This design comes from an exercise in tuning for small area and a short achievable clock period on the open sky130 flow, not from production work. The RTL was checked by simulation tests, not by an equivalence proof against the original design. Power is estimated from default activity; no workload was simulated.

==> flow/design.v <==
module trail_stack #(
    parameter int DATA_W = 32,
    parameter int DEPTH  = 64,
    parameter int LEVELS = 16
) (
    input  logic                          clock,
    input  logic                          reset,
    input  logic                          push,
    input  logic [DATA_W-1:0]             push_data,
    input  logic                          pop,
    output logic [DATA_W-1:0]             pop_data,
    output logic                          pop_valid,
    output logic [DATA_W-1:0]             top,
    input  logic                          mark,
    input  logic                          backtrack,
    input  logic [$clog2(LEVELS+1)-1:0]   bt_level,
    output logic                          unwind_valid,
    output logic [DATA_W-1:0]             unwind_data,
    output logic                          busy,
    output logic [$clog2(DEPTH+1)-1:0]    size,
    output logic [$clog2(LEVELS+1)-1:0]   level,
    output logic                          full,
    output logic                          empty,
    output logic                          err_overflow,
    output logic                          err_underflow
);
    localparam int SW = $clog2(DEPTH + 1);
    localparam int LW = $clog2(LEVELS + 1);
    logic [DATA_W-1:0] slot [1:DEPTH-1];
    logic [DATA_W-1:0] top_q;
    logic [SW-1:0]     marks [1:LEVELS];
    logic [SW-1:0]     target;
    logic [LW-1:0]     tgt_level;
    logic [DEPTH:0]    sz_oh;      
    logic [DATA_W-1:0] rd;         
    logic [SW-1:0]     mark_rd;    
    logic [LEVELS-1:0] lvl_gt;     
    logic [LEVELS-1:0] tgt_gt;     
    assign top   = top_q;
    assign empty = sz_oh[0];
    assign full  = size[SW-1];
    localparam int NG = (DEPTH - 1) / 3;
    logic [NG-1:0] rd_n [DATA_W];
    for (genvar b = 0; b < DATA_W; b++) begin : g_rd
        for (genvar g = 0; g < NG; g++) begin : g_grp
            trail_stack_aoi222 u_aoi (
                .a0(slot[3*g+1][b]), .s0(sz_oh[3*g+2]),
                .a1(slot[3*g+2][b]), .s1(sz_oh[3*g+3]),
                .a2(slot[3*g+3][b]), .s2(sz_oh[3*g+4]),
                .y(rd_n[b][g]));
        end
        assign rd[b] = ~&rd_n[b];
    end
    always_comb
        for (int v = 0; v < LEVELS; v++) tgt_gt[v] = tgt_level > LW'(v);
    always_comb begin
        mark_rd = '0;
        for (int l = 1; l <= LEVELS; l++)
            if (bt_level == LW'(l)) mark_rd = marks[l];
    end
    always_ff @(posedge clock)
        for (int k = 1; k < DEPTH; k++)
            if (sz_oh[k]) slot[k] <= top_q;
    always_ff @(posedge clock)
        for (int l = 1; l <= LEVELS; l++)
            if ((l == 1 ? 1'b1 : lvl_gt[(l == 1) ? 0 : l-2]) && !lvl_gt[l-1]) marks[l] <= size;
    logic          go;
    logic [SW-1:0] size_p1, size_m1;
    logic bt_go, do_rep, do_push, do_pop;
    always_comb begin
        bt_go    = !busy && backtrack && !bt_level[LW-1] && lvl_gt[bt_level[LW-2:0]];
        do_rep   = !busy && !bt_go && push && pop && !empty;
        do_push  = !busy && !bt_go && push && !(pop && !empty) && !full;
        do_pop   = !busy && !bt_go && !push && pop && !empty;
        go       = busy && size > target;
    end
    always_ff @(posedge clock) begin
        pop_valid <= 1'b0;
        unwind_valid <= 1'b0;
        if (!busy) begin
            target <= mark_rd;
            tgt_level <= bt_level;
        end
        if (reset) begin
            busy <= 1'b0;
            size <= '0;
            size_p1 <= SW'(1);
            size_m1 <= '1;
            sz_oh <= (DEPTH+1)'(1);
            level <= '0;
            lvl_gt <= '0;
            top_q <= '0;
            pop_data <= '0;
            unwind_data <= '0;
            err_overflow <= 1'b0;
            err_underflow <= 1'b0;
        end else begin
            if (do_push || do_rep) top_q <= push_data;
            else if (do_pop || go) top_q <= rd;
            if (do_pop || do_rep) begin
                pop_data <= top_q;
                pop_valid <= 1'b1;
            end
            if (go) begin
                unwind_data <= top_q;
                unwind_valid <= 1'b1;
            end
            if (do_push) begin
                size <= size_p1;
                size_p1 <= size_p1 + 1'b1;
                size_m1 <= size;
                sz_oh <= {sz_oh[DEPTH-1:0], 1'b0};
            end else if (do_pop || go) begin
                size <= size_m1;
                size_p1 <= size;
                size_m1 <= size_m1 - 1'b1;
                sz_oh <= {1'b0, sz_oh[DEPTH:1]};
            end
            if (busy) begin
                if (!go) begin
                    busy <= 1'b0;
                    level <= tgt_level;
                    lvl_gt <= tgt_gt;
                end
            end else if (bt_go) begin
                busy <= 1'b1;
            end else begin
                if (backtrack) err_underflow <= 1'b1;
                if (push && !(pop && !empty) && full) err_overflow <= 1'b1;
                if (!push && pop && empty) err_underflow <= 1'b1;
                if (mark) begin
                    if (level == LW'(LEVELS)) err_overflow <= 1'b1;
                    else begin
                        level <= level + 1'b1;
                        lvl_gt <= {lvl_gt[LEVELS-2:0], 1'b1};
                    end
                end
            end
        end
    end
endmodule
module trail_stack_aoi222 (
    input  logic a0, s0, a1, s1, a2, s2,
    output logic y
);
    assign y = ~(a0 & s0 | a1 & s1 | a2 & s2);
endmodule
Settings: LEC_CHECK=0, CAP_MARGIN=20, CORE_MARGIN=2, CORE_UTILIZATION=68, CTS_CLUSTER_DIAMETER=72, CTS_CLUSTER_SIZE=28, SETUP_SLACK_MARGIN=2.8, SLEW_MARGIN=20, SYNTH_HIERARCHICAL=1; clock period 5.5 ns.
standard.sh (not shown) runs the stock make flow with config.mk's settings and CLKGATE_MAP_FILE= SYNTH_SCRIPT=/design/flow/synth_recipe.tcl, a recipe that flattens the netlist after the stock synthesis.
==> flow/flow/run.sh <==
#!/bin/bash
# The standard layout, with plain buffers (not delay cells) on the ports.
set -euo pipefail
export BUFFER_PORTS_ARGS="-buffer_cell sky130_fd_sc_hd__buf_2"
bash standard.sh > standard.log 2>&1
The baseline ran to the end with no violations.
Next try:
Settings changed: CORE_UTILIZATION 68 to 62, CTS_CLUSTER_DIAMETER 72 to 70, CTS_CLUSTER_SIZE 28 to 24, SETUP_SLACK_MARGIN 2.8 to 3.0.
Total power rises by about 7%; clock-buffer cell count rises by 25; design area rises by about 7%; final cell count rises by 6.5%.

separate check: timing with driven ports:
Ports are ideal in the flow. The routed layouts listed here were re-timed in OpenROAD.
Step 1: set_driving_cell puts a clkbuf_16 on clock and a buf_2 on each other input, an assumption about the parent block.
Step 2 times the ports against the registers' clock, not the clock port: input delays grow and output delays shrink by t, the midpoint of the rising clock arrivals with the driver on.
Slacks: ideal ports / drivers / drivers and shift; pairs: ideal ports / drivers.
run | t (ns) | setup slack, ns | worst register clock-pin slew, ns
the first run | 0.818 | 2.764 / 2.701 / 1.883 | 0.11 / 0.11
the second run | 0.863 | 2.637 / 2.552 / 1.688 | 0.10 / 0.10
After both steps setup and hold are still met in every run listed. For the second run, which loses most, drivers alone change the setup slack by -0.085 ns; drivers and shift together by -0.949 ns.
